This design comes from an exercise in tuning for small area, a short achievable clock period and few clock cycles per item on the open sky130 flow, not from production work. The RTL was checked by simulation tests, not by an equivalence proof against the original design.

## ex_unit
module ex_unit (
    input  logic               clk,
    input  logic               rst_n,
    input  logic               in_valid,
    output logic               in_ready,
    input  logic [32-1:0]   in_pc,
    input  logic [32-1:0]   in_imm,
    input  logic [32-1:0]   in_rs1_data,
    input  logic [32-1:0]   in_rs2_data,
    input  logic [5-1:0] in_rd_addr,
    input  logic               in_rd_we,
    input  logic [2:0]         in_kind,
    input  logic [3:0]         in_alu_op,
    input  logic [1:0]         in_div_op,
    input  logic [1:0]         in_src1_sel,
    input  logic               in_src2_sel,
    input  logic               in_pred_taken,
    input  logic [32-1:0]   in_pred_pc,
    output logic               out_valid,
    input  logic               out_ready,
    output logic [32-1:0]   out_pc,
    output logic [5-1:0] out_rd_addr,
    output logic               out_rd_we,
    output logic [32-1:0]   out_rd_wdata,
    output logic               out_is_branch,
    output logic               out_taken,
    output logic [32-1:0]   out_target,
    output logic               out_miss,
    output logic [32-1:0]   out_redirect_pc
);
Size: ~320 I/O pins, roughly 25000 um2 of cells after synthesis.
clock: 10.0 ns
lec_check: 0
cap_margin: 40
core_margin: 2
core_utilization: 40
place_density: 0.6
setup_slack_margin: 4
slew_margin: 20
standard.sh (not shown) runs the stock make flow with config.mk's settings and CLKGATE_MAP_FILE= SYNTH_SCRIPT=/design/flow/synth_recipe.tcl, a recipe that flattens the netlist after the stock synthesis.
==> flow/flow/run.sh <==
#!/bin/bash
# The standard ORFS layout (standard.sh), with every port buffered by a
# buf_1 instead of the default buffer the ORFS picks for buffer_ports.
# The whole ORFS run's output goes to orfs_flow.log here; ORFS's own per-step
# logs stay under orfs/logs/.
set -euo pipefail
cd "$(dirname "$0")/.."
export BUFFER_PORTS_ARGS="-buffer_cell sky130_fd_sc_hd__buf_1"
bash standard.sh > orfs_flow.log 2>&1
The first run passed the timing, DRC and antenna checks.
Testbench counts at the start, summed over its fixed seeds: cycles 4,685, items 3,200.
Then changed:
Settings changed: ABC_AREA set to 1, SETUP_SLACK_MARGIN 4 to 5, TNS_END_PERCENT set to 5.
Effect:
- worst setup slack gains 0.95 ns
- global-route usage climbs by 2.2 points
Then changed:
Settings changed: CORE_UTILIZATION 40 to 50, PLACE_DENSITY 0.6 to 0.7.
Effect: Routed wire length goes down by 4.5%; die area goes down by 20%; via count goes up by 2.4%; synthesized area does not change.


ex_unit, a different RTL version from the one above (not shown whole).
==> flow/config.mk <==
export PLATFORM = sky130hd
export DESIGN_NAME = ex_unit
export DESIGN_NICKNAME = ex_unit
export VERILOG_FILES = /design/flow/design.v
export SDC_FILE = /design/flow/constraint.sdc
export NUM_CORES = 4
export LEC_CHECK = 0
export ABC_AREA = 1
export CAP_MARGIN = 40
export CORE_MARGIN = 2
export CORE_UTILIZATION = 50
export PLACE_DENSITY = 0.7
export SETUP_SLACK_MARGIN = 5
export SLEW_MARGIN = 20
export TNS_END_PERCENT = 5
==> flow/constraint.sdc <==
create_clock -name core_clock -period 10.0 [get_ports {clk}]
set_input_delay 2.0000 -clock core_clock [delete_from_list [all_inputs] [get_ports {clk}]]
set_output_delay 2.0000 -clock core_clock [all_outputs]
set_load 0.01 [all_outputs]
Scripts as last shown in full above: flow/flow/run.sh
Testbench counts at the start, summed over its fixed seeds: cycles 4,685, items 3,200.
Then changed:
CORE_UTILIZATION = 40   (was 50)
PLACE_DENSITY = 0.6   (was 0.7)
Global-route usage decreases by 8.9 points.
Cell area climbs by 2.6%.
Cell count goes up by 4.1%.
Then changed:
CAP_MARGIN = 10   (was 40)
CORE_UTILIZATION = 50   (was 40)
PLACE_DENSITY = 0.7   (was 0.6)
SLEW_MARGIN = 10   (was 20)
Effect: The new run went through all stages and came out clean; global-route usage went up by 9.2 points; cell area is lower by 2.6%; worst hold slack hardly moves; synthesized cell count stays the same; via count is about the same; final cell count came out lower by 4.2%; utilization grows by 11 points.


Another version of the RTL of ex_unit (not shown whole).
Size in the first run: ~4200 cells after synthesis, roughly 180 flip-flops, about 27000 sq um of cells after synthesis.
==> flow/design.v (excerpt) <==
module ex_unit (
    input  logic               clk,
    input  logic               rst_n,
    input  logic               in_valid,
    output logic               in_ready,
    input  logic [32-1:0]   in_pc,
    input  logic [32-1:0]   in_imm,
    input  logic [32-1:0]   in_rs1_data,
    input  logic [32-1:0]   in_rs2_data,
    input  logic [5-1:0] in_rd_addr,
    input  logic               in_rd_we,
    input  logic [2:0]         in_kind,
    input  logic [3:0]         in_alu_op,
    input  logic [1:0]         in_div_op,
    input  logic [1:0]         in_src1_sel,
    input  logic               in_src2_sel,
    input  logic               in_pred_taken,
    input  logic [32-1:0]   in_pred_pc,
    output logic               out_valid,
    input  logic               out_ready,
    output logic [32-1:0]   out_pc,
    output logic [5-1:0] out_rd_addr,
    output logic               out_rd_we,
    output logic [32-1:0]   out_rd_wdata,
    output logic               out_is_branch,
    output logic               out_taken,
    output logic [32-1:0]   out_target,
    output logic               out_miss,
    output logic [32-1:0]   out_redirect_pc
);
export LEC_CHECK = 0
export ABC_AREA = 1
export CAP_MARGIN = 10
export CORE_MARGIN = 2
export CORE_UTILIZATION = 50
export PLACE_DENSITY = 0.7
export SETUP_SLACK_MARGIN = 5
export SLEW_MARGIN = 10
export TNS_END_PERCENT = 5
create_clock -name core_clock -period 10.0 [get_ports {clk}]
Scripts as last shown in full above: flow/flow/run.sh
The starting point went through all stages and came out clean.
Testbench counts at the start, summed over its fixed seeds: cycles 4,601, items 3,200.
Then changed:
- CAP_MARGIN: 10 -> 40
- CORE_UTILIZATION: 50 -> 40
- PLACE_DENSITY: 0.7 -> 0.6
- SLEW_MARGIN: 10 -> 20
=> Routed wire length drops by 0.98%. Global-route usage decreases by 9.7 points. Worst hold slack improved by 9.6 ps. Cell count came out higher by 3.5%.

[separate check: timing with driven ports]
No port has a modelled driver above. Below, the same layouts with a new extraction and two added sets of constraints.
Step 1, drivers: a clkbuf_16 drives clk and a buf_2 each remaining input, both assumed.
Step 2 times the ports against the registers' clock, not the clock port: input delays grow and output delays shrink by t, the midpoint of the rising clock arrivals with the driver on.
Three values: no drivers, after step 1, after step 2; two values: the first two.
run | t (ns) | setup slack, ns | worst setup path after step 2
the first run of note 1 | 0.590 | 3.671 / 3.691 / 3.101 | input to register
the second run of note 1 | 0.579 | 4.619 / 4.654 / 4.075 | input to register
the third run of note 1 | 0.581 | 4.743 / 4.746 / 4.165 | input to register
the first run of note 2 | 0.570 | 4.812 / 4.823 / 4.261 | input to register
the second run of note 2 | 0.576 | 4.895 / 4.854 / 4.279 | input to register
the third run of note 2 | 0.566 | 4.827 / 4.854 / 4.289 | input to register
the first run of note 3 | 0.581 | 4.746 / 4.739 / 4.211 | input to register
the second run of note 3 | 0.573 | 4.840 / 4.775 / 4.329 | input to register
After both steps every run listed still meets setup and hold. The setup slack of the second run of note 2, which loses most, moves by -0.041 ns with the drivers and by -0.616 ns with both steps.
